Background: an optimization exercise with open tools, aiming at small area. Do not read the settings as production practice. RTL that was checked went through simulation tests only; none was proved equivalent to the original. Power is estimated from default activity; no workload was simulated. No driver is modelled on the clock port, so clocking that relies on it looks cheaper here than on a real chip.

build 52:
// glyph_rain_engine
module glyph_rain_engine
#(
    parameter int NUM_COLS   = 80,
    parameter int NUM_ROWS   = 40,
    parameter int GLYPH_H    = 12,
    parameter int NUM_GLYPHS = 51
) (
    input  logic        clk,
    input  logic        reset,
    input  logic        frame_tick,
    input  logic        pause,
    input  logic [1:0]  palette_sel,
    input  logic        display_on,
    input  logic [10:0] hpos,
    input  logic [9:0]  vpos,
    output logic [5:0]  glyph_index,
    output logic [2:0]  glyph_x,
    output logic [3:0]  glyph_y,
    input  logic        glyph_pixel,
    output logic [5:0]  rgb,
    output logic        busy,
    output logic        overrun
);
clock: 15.0 ns
lec_check: 0
abc_area: 1
cap_margin: 0
core_margin: 2
core_utilization: 65
cts_buf_list: sky130_fd_sc_hd__clkbuf_16
cts_cluster_diameter: 100
cts_cluster_size: 28
place_density: 0.7
slew_margin: 0
run.sh (not shown) runs the stock make flow with config.mk's settings and CLKGATE_MAP_FILE= SYNTH_SCRIPT=/design/flow/synth_recipe.tcl, a recipe that flattens the netlist after the stock synthesis.
Having completed the whole flow, build 52 delivered a layout that passed the timing, DRC and antenna checks.
> inputs changed (build 52 -> build 37)
Settings: clearing CTS_CLUSTER_SIZE, which used to be 28; clearing CTS_CLUSTER_DIAMETER, which used to be 100; clearing CTS_BUF_LIST, which used to be sky130_fd_sc_hd__clkbuf_16.
==> flow/flow/run.sh (new file) <==
#!/bin/bash
# Layout flow: the standard flow (standard.sh, all ORFS steps) with:
#  - a copy of ORFS's scripts folder in which only abc_area.script is
#    replaced by flow/abc_area.script, an area-oriented ABC mapping script
#    (synthesis is otherwise the standard one: same Yosys passes, same
#    register mapping and names; only the combinational mapping differs);
#  - port buffers of the smallest buffer cell;
#  - clock tree synthesis without dummy loads.
set -euo pipefail
here=$(pwd)
rm -rf "$here/orfs_scripts"
cp -r "$FLOW_HOME/scripts" "$here/orfs_scripts"
cp "$here/flow/abc_area.script" "$here/orfs_scripts/abc_area.script"
bash "$here/standard.sh" \
  "SCRIPTS_DIR=$here/orfs_scripts" \
  ABC_AREA=1 \
  "BUFFER_PORTS_ARGS=-buffer_cell sky130_fd_sc_hd__buf_1" \
  "CTS_ARGS=-sink_clustering_enable -repair_clock_nets -dont_use_dummy_load -sink_clustering_size 31 -sink_clustering_max_diameter 100 -buf_list sky130_fd_sc_hd__clkbuf_16" \
  finish > "$here/standard_make.log" 2>&1
==> flow/flow/abc_area.script (new file) <==
&get -n
&st
&dch
&nf -R 1000 -F 8 -A 4 -C 32
&put
buffer -c
topo
stime -c
upsize -c
dnsize -c
==> flow/standard.sh (new file) <==
#!/bin/bash
# synth_recipe.tcl (not shown) runs the flow's synth.tcl, then flattens the netlist and writes it again
# the make line also repeats each setting of config.mk as NAME=value (left out here)
make -C /OpenROAD-flow-scripts/flow DESIGN_CONFIG=/design/flow/config.mk WORK_HOME=/design/flow/orfs CLKGATE_MAP_FILE= SYNTH_SCRIPT=/design/flow/synth_recipe.tcl "${@:-finish}"
removed: flow/run.sh
## What came out
- Build 52 ended up with sky130_fd_sc_hd__nor4_1 as its cell with the largest stage delay on the worst path; build 37 ended up with sky130_fd_sc_hd__a221oi_1.
- On core region area: build 37 sits below build 52.
- Diff build 52 -> build 37: utilization held, minimum clock period went down by 800 ps, via count down 27%.
- Number of cells on the critical path (lower): build 37
- [build 37] clock share of power fell 0.5 points relative to build 52
For build 27, these inputs were changed with respect to build 37:
--- a/flow/flow/run.sh
+++ b/flow/flow/run.sh
@@ -18 +18 @@
-  "CTS_ARGS=-sink_clustering_enable -repair_clock_nets -dont_use_dummy_load -sink_clustering_size 31 -sink_clustering_max_diameter 100 -buf_list sky130_fd_sc_hd__clkbuf_16" \
+  "CTS_ARGS=-sink_clustering_enable -repair_clock_nets -dont_use_dummy_load -sink_clustering_size 28 -sink_clustering_max_diameter 100 -buf_list sky130_fd_sc_hd__clkbuf_16" \
==> flow/flow/abc_area.script <==
&get -n
&st
&dch
&nf -R 1000 -F 8 -A 4 -C 32
&put
Findings:
Compared build 27 vs build 37, and static leakage is down in build 27.
On worst endpoint data arrival time: between build 37 and build 27, it ends up higher for build 27.
On met1 capacity usage during global routing: build 27 sits above build 37.
Wire length on met3 went up by a few percent going from build 37 to build 27.
Number of placement rows, build 37 and build 27: lower on build 27
Diff build 37 -> build 27 | largest net degree at the start of global routing | down by more than 10%
The run showing the smaller switching part of the total is build 37.
[inputs] build 54 vs build 27
--- a/flow/flow/run.sh
+++ b/flow/flow/run.sh
@@ -18 +18 @@
-  "CTS_ARGS=-sink_clustering_enable -repair_clock_nets -dont_use_dummy_load -sink_clustering_size 28 -sink_clustering_max_diameter 100 -buf_list sky130_fd_sc_hd__clkbuf_16" \
+  "CTS_ARGS=-sink_clustering_enable -repair_clock_nets -dont_use_dummy_load -sink_clustering_size 34 -sink_clustering_max_diameter 60 -buf_list sky130_fd_sc_hd__clkbuf_16" \
Results
- Going from build 27 to build 54, routed wire length grew slightly.
- Build 54 ends up with a setup slack after layout that is 78 ps lower than in build 27.
- Between build 27 and build 54, the difference in met1 usage is negligible.

---

Setup of tundra:
glyph_rain_engine, a different RTL version from the one above (not shown whole).
Size in the first run: roughly 3000 cells after synthesis, ~1500 flip-flops, ~50 I/O pins.
clock: 15.0 ns
lec_check: 0
abc_area: 1
cap_margin: 0
core_margin: 2
core_utilization: 82
place_density: 0.88
slew_margin: 0
standard.sh (not shown) runs the stock make flow with config.mk's settings and CLKGATE_MAP_FILE= SYNTH_SCRIPT=/design/flow/synth_recipe.tcl, a recipe that flattens the netlist after the stock synthesis.
==> flow/flow/run.sh <==
#!/bin/bash
# Layout flow: the standard flow (standard.sh, all ORFS steps) with:
#  - a copy of ORFS's scripts folder in which only abc_area.script is
#    replaced by flow/abc_area.script, an area-oriented ABC mapping script
#    (synthesis is otherwise the standard one: same Yosys passes, same
#    register mapping and names; only the combinational mapping differs);
#  - port buffers of the smallest buffer cell;
#  - clock tree synthesis without dummy loads.
set -euo pipefail
here=$(pwd)
rm -rf "$here/orfs_scripts"
cp -r "$FLOW_HOME/scripts" "$here/orfs_scripts"
cp "$here/flow/abc_area.script" "$here/orfs_scripts/abc_area.script"
bash "$here/standard.sh" \
  "SCRIPTS_DIR=$here/orfs_scripts" \
  ABC_AREA=1 \
  "BUFFER_PORTS_ARGS=-buffer_cell sky130_fd_sc_hd__buf_1" \
  "CTS_ARGS=-sink_clustering_enable -repair_clock_nets -dont_use_dummy_load -sink_clustering_size 28 -sink_clustering_max_diameter 100 -buf_list sky130_fd_sc_hd__clkbuf_16" \
  finish > "$here/standard_make.log" 2>&1
==> flow/flow/abc_area.script <==
&get -n
&st
&dch
&nf -R 1000 -F 8 -A 4 -C 32
&put
From the logs: tundra reached the end of the flow and failed the layout checks with capacitance limit, slew limit.
### tundra -> fjord
Settings: swapping 0.88 for 0.7 in PLACE_DENSITY; swapping 82 for 65 in CORE_UTILIZATION.
### Flow results
Summary of fjord and tundra: one run falls short of a clean finish, namely tundra. Relative to tundra, number of cells on the worst reg-to-reg path has increased by 4.7% in fjord. Comparing fjord and tundra, combinational share of power is lower on tundra. Sort fjord and tundra by layout buffer count excluding clock buffers desc -> top: fjord. There was hardly any difference in total power between tundra and fjord. Between fjord and tundra, the number of clock buffer instances in the layout is lower for tundra. fjord does better than tundra on via count. Taking tundra as the reference, in fjord fraction of standard cell area in multi-input logic roughly the same, worst slack on hold paths roughly the same. fjord gives more final standard cell count with taps included and fillers excluded than tundra did. Diff tundra -> fjord: number of buffers created by CTS up 1, headroom to the max-slew limit up 10 points.
Edits applied to the flow inputs when going from fjord to lagoon:
Settings: a change of CORE_UTILIZATION from 65 to 75; a change of PLACE_DENSITY from 0.7 to 0.8.
--- outcome ---
Non-filler instance count after layout came out lower on lagoon than on fjord.
Changes observed in lagoon relative to fjord: overall track demand over capacity in global routing went up; initial core utilization grew by 11 points; sequential share of cell area climbed 0.34 points; fraction of met3 tracks used by global routing grew by 1.3 points; switching power lower.
fjord → lagoon: setup slack of the critical path after layout dropped 0.068 ns, clock power barely changed, logic depth of the worst path, buffers included dropped 2.1%, total power dropped 0.000079 W.
[lagoon] global routing usage on met2 rose 14 points relative to fjord
No functional check of the RTL was part of any run of this note.

---

Another version of the RTL of glyph_rain_engine (not shown whole).
Size: ~2900 cells after synthesis, about 1500 flip-flops, roughly 50 I/O pins.
Design glyph_rain_engine, start of the top module:
module glyph_rain_engine
#(
    parameter int NUM_COLS   = 80,
    parameter int NUM_ROWS   = 40,
    parameter int GLYPH_H    = 12,
    parameter int NUM_GLYPHS = 51
) (
    input  logic        clk,
    input  logic        reset,
    input  logic        frame_tick,
    input  logic        pause,
    input  logic [1:0]  palette_sel,
    input  logic        display_on,
    input  logic [10:0] hpos,
    input  logic [9:0]  vpos,
    output logic [5:0]  glyph_index,
    output logic [2:0]  glyph_x,
    output logic [3:0]  glyph_y,
    input  logic        glyph_pixel,
    output logic [5:0]  rgb,
    output logic        busy,
    output logic        overrun
);
clock: 15.0 ns
lec_check: 0
abc_area: 1
cap_margin: 10
core_margin: 2
core_utilization: 65
gpl_timing_driven: 0
place_density: 0.7
slew_margin: 10
Scripts as last shown in full above: flow/flow/run.sh, flow/flow/abc_area.script
==> next run, changes <==
Settings changed: CAP_MARGIN 10 to 0, GPL_TIMING_DRIVEN 0 to default, SLEW_MARGIN 10 to 0.
Non-clock buffer count rises by 15; power barely changes; via count rises by 1.9%; worst setup slack is better by 20 ps; first-iteration DRC count rises by about 7%; global-route usage rises by 0.81 points; worst hold slack is better by 18 ps; area after synthesis stays the same; clock skew falls by 3.1 ps; register-to-register slack is worse by 20 ps; die area stays the same.

---

## main
glyph_rain_engine with an RTL version that a note above also has.
Size: ~3700 cells after synthesis, about 1500 flip-flops, ~50 I/O pins, ~45000 sq um of cells after synthesis.
Design glyph_rain_engine, start of the top module:
module glyph_rain_engine
#(
    parameter int NUM_COLS   = 80,
    parameter int NUM_ROWS   = 40,
    parameter int GLYPH_H    = 12,
    parameter int NUM_GLYPHS = 51
) (
    input  logic        clk,
    input  logic        reset,
    input  logic        frame_tick,
    input  logic        pause,
    input  logic [1:0]  palette_sel,
    input  logic        display_on,
    input  logic [10:0] hpos,
    input  logic [9:0]  vpos,
    output logic [5:0]  glyph_index,
    output logic [2:0]  glyph_x,
    output logic [3:0]  glyph_y,
    input  logic        glyph_pixel,
    output logic [5:0]  rgb,
    output logic        busy,
    output logic        overrun
);
clock: 15.0 ns
lec_check: 0
abc_area: 0
cap_margin: 0
core_margin: 2
core_utilization: 65
cts_buf_list: sky130_fd_sc_hd__clkbuf_16
cts_cluster_diameter: 100
cts_cluster_size: 31
place_density: 0.7
slew_margin: 0
run.sh (not shown) runs the stock make flow with config.mk's settings and CLKGATE_MAP_FILE= SYNTH_SCRIPT=/design/flow/synth_recipe.tcl, a recipe that flattens the netlist after the stock synthesis.
Stock flow here: none of the scripts above is used.
The flow did not stop early for main: all stages ran, and the layout cleared the timing, DRC and antenna checks.
--- input diff main..the feature branch ---
- removing CTS_BUF_LIST (formerly sky130_fd_sc_hd__clkbuf_16)
- changing ABC_AREA from 0 to 1
- removing CTS_CLUSTER_SIZE (formerly 31)
- removing CTS_CLUSTER_DIAMETER (formerly 100)
==> flow/flow/run.sh (new file) <==
#!/bin/bash
# Layout flow: the standard flow (standard.sh, all ORFS steps) with:
#  - a copy of ORFS's scripts folder in which only abc_area.script is
#    replaced by flow/abc_area.script, an area-oriented ABC mapping script
#    (synthesis is otherwise the standard one: same Yosys passes, same
#    register mapping and names; only the combinational mapping differs);
#  - port buffers of the smallest buffer cell;
#  - clock tree synthesis without dummy loads.
set -euo pipefail
here=$(pwd)
rm -rf "$here/orfs_scripts"
cp -r "$FLOW_HOME/scripts" "$here/orfs_scripts"
cp "$here/flow/abc_area.script" "$here/orfs_scripts/abc_area.script"
bash "$here/standard.sh" \
  "SCRIPTS_DIR=$here/orfs_scripts" \
  ABC_AREA=1 \
  "BUFFER_PORTS_ARGS=-buffer_cell sky130_fd_sc_hd__buf_1" \
  "CTS_ARGS=-sink_clustering_enable -repair_clock_nets -dont_use_dummy_load -sink_clustering_size 31 -sink_clustering_max_diameter 100 -buf_list sky130_fd_sc_hd__clkbuf_16" \
  finish > "$here/standard_make.log" 2>&1
==> flow/flow/abc_area.script (new file) <==
&get -n
&st
&dch
&nf -R 1000 -F 8 -A 4 -C 32
&put
==> flow/standard.sh (new file) <==
#!/bin/bash
# synth_recipe.tcl (not shown) runs the flow's synth.tcl, then flattens the netlist and writes it again
# the make line also repeats each setting of config.mk as NAME=value (left out here)
make -C /OpenROAD-flow-scripts/flow DESIGN_CONFIG=/design/flow/config.mk WORK_HOME=/design/flow/orfs CLKGATE_MAP_FILE= SYNTH_SCRIPT=/design/flow/synth_recipe.tcl "${@:-finish}"
removed: flow/run.sh
Results
- The feature branch vs main — count of non-filler cells in the finished layout dropped 843.
- Largest net degree at the start of global routing for the feature branch: 5 down relative to main
- Power dissipated by switching net loads delta for the feature branch relative to main: about 11% lower
- Of the two values seen for critical path's slowest cell, sky130_fd_sc_hd__a221oi_1 was produced by the feature branch and sky130_fd_sc_hd__a222oi_1 by main.
- | H-tree depth | the feature branch vs main | ≈ equal |
- The feature branch -> main: number of buffers on the longest clock path delta 0, exact match
- Comparing main and the feature branch, the lower worst path buffer plus inverter count is on the feature branch.
- Compared with main, in the feature branch count of non-CTS buffers in the layout -44%, die area -7200 sq um, relative area of clock buffers and inverters in the final design ~0 delta, top fanout value on the critical path -4.
- Of main and the feature branch, the feature branch shows the lower worst hold margin, with main above it.

==> what the ideal ports hide <==
How much do the figures lean on ideal ports? The routed layouts below were timed once more, with nothing changed but the port constraints.
Step 1 (the two cells are an assumption about what drives the block):
set clk [get_ports {clk}]
set_driving_cell -lib_cell sky130_fd_sc_hd__clkbuf_16 $clk
set_driving_cell -lib_cell sky130_fd_sc_hd__buf_2 [delete_from_list [all_inputs] $clk]
Step 2 moves the port delays by t, midway between the first and last clock arrival at a register: inputs arrive t later, outputs are due t later. That takes back most of the time a late clock gives input paths.
Slacks: ideal ports / drivers / drivers and shift; pairs: ideal ports / drivers.
| run | shift t [ns] | slack for setup (ns) | worst setup path after step 2 | worst slew at a driven data input, ns |
|---|---|---|---|---|
| build 52 | 0.751 | 1.063 / 1.105 / 0.354 | input to register | 0.06 |
| build 37 | 0.693 | 1.862 / 1.908 / 1.215 | input to register | 0.04 |
| build 27 | 0.695 | 1.335 / 1.375 / 0.680 | input to register | 0.03 |
| build 54 | 0.685 | 1.257 / 1.296 / 0.611 | input to register | 0.03 |
| tundra | 0.727 | 0.742 / 0.780 / 0.053 | input to register | 0.04 |
| fjord | 0.708 | 0.963 / 1.009 / 0.302 | input to register | 0.05 |
| lagoon | 0.706 | 0.895 / 0.933 / 0.227 | input to register | 0.04 |
| the first run of note 3 | 0.703 | 0.764 / 0.802 / 0.099 | input to register | 0.03 |
| the second run of note 3 | 0.707 | 0.783 / 0.823 / 0.117 | input to register | 0.04 |
| main | 0.753 | 0.445 / 0.487 / -0.266 | input to register | 0.04 |
| the feature branch | 0.692 | 1.263 / 1.308 / 0.616 | input to register | 0.03 |
Met with ideal ports but missed after step 2: setup timing in main. For main, which loses most, drivers alone change the setup slack by +0.042 ns; drivers and shift together by -0.711 ns.
